Context: an optimization exercise on an open-source flow, tuned for small area. The choices shown serve that exercise and are no tape-out recipe. Function was checked by simulation only, so behaviour that the tests miss may differ from the original. Power figures rest on the tool's default switching activity, not on a simulated workload.

===== config.mk =====
export PLATFORM = sky130hd
export DESIGN_NAME = stack_mem_responder
export DESIGN_NICKNAME = stack_mem_responder
export VERILOG_FILES = /design/flow/design.v
export SDC_FILE = /design/flow/constraint.sdc
export NUM_CORES = 4
export LEC_CHECK = 0
export CAP_MARGIN = 40
export CORE_MARGIN = 2
export CORE_UTILIZATION = 40
export SLEW_MARGIN = 20

===== constraint.sdc =====
create_clock -name core_clock -period 10.0 [get_ports {clock}]
set_input_delay 2.0000 -clock core_clock [delete_from_list [all_inputs] [get_ports {clock}]]
set_output_delay 2.0000 -clock core_clock [all_outputs]
set_load 0.01 [all_outputs]

===== design.v =====
module stack_mem_responder #(
   parameter int          ADDR_W = 8,
   parameter logic [7:0]  MARKER = 8'hFF
) (
   input  logic              clock,
   input  logic              reset,
   input  logic [ADDR_W-1:0] cpu_addr,
   input  logic [7:0]        cpu_data_out,
   output logic [7:0]        cpu_data_in,
   input  logic              load_en,
   input  logic [ADDR_W-1:0] load_addr,
   input  logic [7:0]        load_data,
   input  logic [ADDR_W-1:0] dbg_addr,
   output logic [7:0]        dbg_data,
   output logic              wr_strobe,
   output logic [ADDR_W-1:0] last_wr_addr,
   output logic [7:0]        last_wr_data,
   output logic [7:0]        wr_count,
   output logic              armed
);
   localparam int DEPTH = 1 << ADDR_W;
   typedef enum logic {
      IDLE  = 1'b0,
      ARMED = 1'b1
   } state_t;
   state_t            state_q, state_d;
   logic [DEPTH-1:0][7:0] mem_q;
   logic [DEPTH-1:0][7:0] mem_d;
   logic              wr_strobe_q, wr_strobe_d;
   logic [ADDR_W-1:0] last_wr_addr_q, last_wr_addr_d;
   logic [7:0]        last_wr_data_q, last_wr_data_d;
   logic [7:0]        wr_count_q, wr_count_d;
   always_comb begin
      cpu_data_in = mem_q[cpu_addr];
      dbg_data    = mem_q[dbg_addr];
   end
   always_comb begin
      state_d        = state_q;
      for (int i = 0; i < DEPTH; i++) begin
         mem_d[i] = mem_q[i];
      end
      wr_strobe_d    = 1'b0;
      last_wr_addr_d = last_wr_addr_q;
      last_wr_data_d = last_wr_data_q;
      wr_count_d     = wr_count_q;
      case (state_q)
         IDLE: begin
            if (cpu_data_out == MARKER) begin
               state_d = ARMED;
            end
         end
         ARMED: begin
            mem_d[cpu_addr] = cpu_data_out;
            last_wr_addr_d  = cpu_addr;
            last_wr_data_d  = cpu_data_out;
            wr_strobe_d     = 1'b1;
            if (wr_count_q != 8'hFF) begin
               wr_count_d = wr_count_q + 8'd1;
            end
            state_d = IDLE;
         end
         default: begin
            state_d = IDLE;
         end
      endcase
      if (load_en) begin
         mem_d[load_addr] = load_data;
      end
   end
   always_ff @(posedge clock) begin
      if (reset) begin
         state_q        <= IDLE;
         wr_strobe_q    <= 1'b0;
         last_wr_addr_q <= '0;
         last_wr_data_q <= 8'h00;
         wr_count_q     <= 8'h00;
         for (int i = 0; i < DEPTH; i++) begin
            mem_q[i] <= 8'h00;
         end
      end else begin
         state_q        <= state_d;
         wr_strobe_q    <= wr_strobe_d;
         last_wr_addr_q <= last_wr_addr_d;
         last_wr_data_q <= last_wr_data_d;
         wr_count_q     <= wr_count_d;
         for (int i = 0; i < DEPTH; i++) begin
            mem_q[i] <= mem_d[i];
         end
      end
   end
   always_comb begin
      wr_strobe    = wr_strobe_q;
      last_wr_addr = last_wr_addr_q;
      last_wr_data = last_wr_data_q;
      wr_count     = wr_count_q;
      armed        = (state_q == ARMED);
   end
endmodule

===== run.sh =====
#!/bin/bash
# synth_recipe.tcl (not shown) runs the flow's synth.tcl, then flattens the netlist and writes it again
# the make line also repeats each setting of config.mk as NAME=value (left out here)
make -C /OpenROAD-flow-scripts/flow DESIGN_CONFIG=/design/flow/config.mk WORK_HOME=/design/flow/orfs CLKGATE_MAP_FILE= SYNTH_SCRIPT=/design/flow/synth_recipe.tcl finish

==> notes.md <==
* Gr usage total at 34.3%
* Simple-gate area share of the yosys netlist at between 10% and 20%
* Net Count, Synth at ~14000
* Hold Crit Start: last_wr_addr_q[0]
* CTS Hold Bufs at 0
* WHS at around 0.47 ns
* I/O pin cnt at between 80 and 90
* Root buf cell: clkbuf_16
* Fin. max-slew vios at 0
* HPWL Detailed at 358 mm
* Multiplexer share of the synthesized area at ~25%
* Synth top area share at 32.9%
* Layout cells sized above 1 at 14.9%
* Cell Rows at 206
* Gpl congestion at about 1.0
* Hold WC Path Type: flip-flop to flip-flop
* Final hold vios at 0
* Synth warn at 1
* Status: complete, no violations
* Core area at ~0.31 mm2
* PortBufs at 84
* Largest cells by area after synthesis: dfxtp_1, mux4_2, a311oi_1, nor2_1, nand2_1
* Unrepaired setup endpoints after global routing: no
* Largest net degree at the start of global routing at 188
* Cell Count, Final, Fillers Out at approximately 18000
* Main combinational cell family by area after synthesis: multiplexers
* Internal Power at between 10 and 15 mW
* CP max FO at between 50 and 60
* Worst setup EP type: output pin
* Post-route setup TNS at 0 ns
* Pleak at 41.2 nW
* Combinational power share at ~8.9%
* Worst vdd ir at around 150 uV
* Synthesized area at approximately 0.13 mm2
* Final core occ at around 44%
* Die area at roughly 0.32 mm2
* Highest metal used: met5
* Maximum clock frequency at 114 MHz
* Mean post-synth cell area at between 8 and 9 um2
* PostCTS Resize Cnt at 0
* First-pass GRT wire length at just over 800 mm
* Synth Area in Compound Gates at 19.4%
* Post-synth EDFFs at 0
* Final Cycle Share at a little under 90%
* Worst Path Arrival at 6.81 ns
* Vias at 124000
* Seq/Total Area, Yosys at between 30% and 40%
* Post-synthesis cell type count at 65
* Yosys top cell by area: dfxtp_1
* Slew @ Worst Pin at approximately 1.2 ns
* Met2 Wirelength at roughly 240 mm
* Clock-pin transition on the worst setup and hold timing paths at 0.06 ns
* Placed cell count at 17000
* Clock share of power at 47.9%
* Clock sink count at a little over 2000
* Met1 wire length at 215 mm
* Final setup viols at 0
* Reg-to-Reg End: mem_q[1087]
* Clock Skew at 0.0649 ns
* Detailed-route vias per instance at ~7.1
* Overall power at 19.2 mW
* CTS Buf Count at 235
* Flop2flop setup slack at around 6.0 ns
* R2R depth at 8
* Post-DRT Antenna Nets at 0
* Slew HR at a little under a fifth
* Worst-Skew Late Latency at a little under 1 ns
* Iteration-0 DRC Markers at ~21000
* Area after DPL at 0.129 mm2
* DRT Pass-1 Iters at 8
* Post-place setup slack at about 1.3 ns
* CTS Buffer Depth at 4
* Area Overhead vs Synth at 8.67%
* WL met3 at 83.4 mm
* Power Density at 140 mW/mm2
* CTS tree: built
* Final instance area at about 0.14 mm2
* Max-cap violation count at 0
* Worst Setup Slack, final at between 1 and 1.5 ns
* Starting Density at around 40%
* Fin nets at between 10000 and 15000
* Antenna violations before repair at 53
* Die height at about 570 um
* Startpoint types: input pin
* FFs w/ async S/R, synth at 0%
* WS Path Type: input pin to output pin
* Total Wirelength at about 570 mm
* Synth Register Bits at between 2000 and 2500
* Seq pwr share at a little over two fifths
* Avg WL per Cell at ~33 um
* Hold-critical path endpoint: last_wr_addr_q[0]
* Vias in the first global route at around 110k
* Sw Ratio at 27.5%
* Tmin final at 8.81 ns
* Htree depth at 4
* Die W at 566 um
* P_sw at ~5.3 mW
* FF-to-FF Start: state_q
* Synth Area in XOR/XNOR at 0.0416%
* CP required at around 8 ns
* Synth Flop Type: dfxtp_1
* GRT overflow at 0
* Post-route DRC at 0
* Hold depth at 2
* Gate Count Post-Synth at 14200
* Postcts setup bufs at 0
* Synthesized-area fraction occupied by adder cells at less than 1%
-- flip-flops by register name (all words and copies together), names as in the netlist --
register / cells
wr_strobe_q: 1
mem_q: 2048
wr_count_q: 8
last_wr_data_q: 8
last_wr_addr_q: 8
state_q: 1
-- cell usage after synthesis (4+ instances only) --
master    number
nor2_1      2224
dfxtp_1     2074
nand2_1     2072
a311oi_1    1625
clkbuf_1    1383
mux4_2      1062
o21ai_0      875
nand3_1      783
mux2i_1      731
a211oi_1     469
buf_2        155
o221ai_1     126
buf_1         98
o22ai_1       59
buf_4         56
nor2_2        44
nor3_1        43
a22oi_1       40
buf_6         35
mux2_2        30
nor2b_1       27
a22o_1        23
a21oi_1       20
nor4_1        18
nand2b_1      13
nand4_1       11
a221oi_1      10
o311ai_0       8
and2_1         7
nor2_4         7
a21boi_0       6
inv_1          5
nand2_2        5
o32ai_1        5
and3_1         4
and4_1         4
nor3b_1        4
-- cell type report --
type / instances / area [um2]
timing repair buffer: 414 / 4470
multi-input combinational: 10400 / 78100
antenna: 25 / 62.6
inverter: 7 / 41.3
tap: 4160 / 5200
clock buffer: 330 / 6780
fill: 29900 / 177000
clock inverter: 96 / 1080
sequential: 2074 / 41500
-- cells by family (layout without fill, tap and decap cells) --
family	after synthesis	count (layout)
and+or+nand+nor	5294	5294
AOI/OAI and AO/OA	3279	3279
DFF	2074	2074
muxes	1823	1823
buffers and inverters	1734	847
xor gates and xnor gates	6	6
adders and majority gates	1	1
other	0	25
-- power by group through the flow --
stage               Sequential (mW)  Clock (mW)  Combinational (mW)
detailed placement             8.48           0                1.61
CTS                            8.30        9.15                1.61
global route                   8.29        9.47                1.69
global placement               8.48           0                1.59
finish                         8.30        9.18                1.70
floorplan                      8.47           0               0.967
-- critical path, cell delays in order --
cell,delay (ns)
buf_8,0.69
buf_12,0.30
mux4_2,0.51
mux4_2,0.57
a22oi_1,0.83
nand3_1,0.30
a2111oi_2,0.43
nand3_1,0.51
clkdlybuf4s50_1,0.63
-- cells in the final DEF (no fill, tap or decap), types with 12 or more instances in the layout --
master and count:
buf_12 68, mux2_2 30, nand2_1 2060, nand3_1 776, nor2b_1 26, clkdlybuf4s50_1 53
clkbuf_8 53, dfxtp_1 2074, nand2b_1 12, clkinv_2 53, buf_4 235, clkbuf_16 236
o221ai_1 126, nor2_1 2203, nor2_2 46, mux4_2 1062, a211oi_1 467, clkinvlp_4 13
buf_2 16, nor2_4 26, a22oi_1 40, diode_2 25, a21oi_1 20, o22ai_1 59
mux2i_1 731, bufinv_16 20, a22o_1 23, buf_8 23, nor3_1 29, nor3_2 12
o21ai_0 875, a311oi_1 1625, clkbuf_1 42
-- worst max path at each step --
| stage | startpoint | end | slack [ns] |
|---|---|---|---|
| after floorplan | cpu_addr[0] | cpu_data_in[2] | 3.67 |
| after global placement | cpu_addr[0] | cpu_data_in[1] | 1.27 |
| after detailed placement | cpu_addr[0] | cpu_data_in[1] | 1.29 |
| after CTS | cpu_addr[0] | cpu_data_in[1] | 1.28 |
| after global routing | cpu_addr[0] | cpu_data_in[4] | 1.23 |
| final | cpu_addr[0] | cpu_data_in[4] | 1.19 |
-- per-layer routing --
| metal | GRT usage, % | vias to the layer above |
|---|---|---|
| met3 | 11.3 | 1761 |
| met2 | 48.0 | 9610 |
| li1 | - | 51800 |
| met1 | 45.9 | 60900 |
| met4 | 19.7 | 52 |
| met5 | 0.0446 | - |

separate check: timing with driven ports:
Ports are ideal in the flow. The routed layout listed here was re-timed in OpenROAD.
Step 1 assumes that a clkbuf_16 drives the clock port and a buf_2 every other input.
Step 2, shift: input delay + t, output delay - t, t = (earliest + latest rising clock arrival at the registers) / 2. This alone moves slack from input paths to output paths.
Three values: ideal, step 1, step 2; two values: the first two.
t, ns: 1.046
setup slack, ns: 1.193 / 1.118 / 1.118
worst data-port slew with drivers (ns): 0.10
After both steps this run still meets setup and hold. For this run, drivers alone change the setup slack by -0.075 ns; drivers and shift together by -0.075 ns.
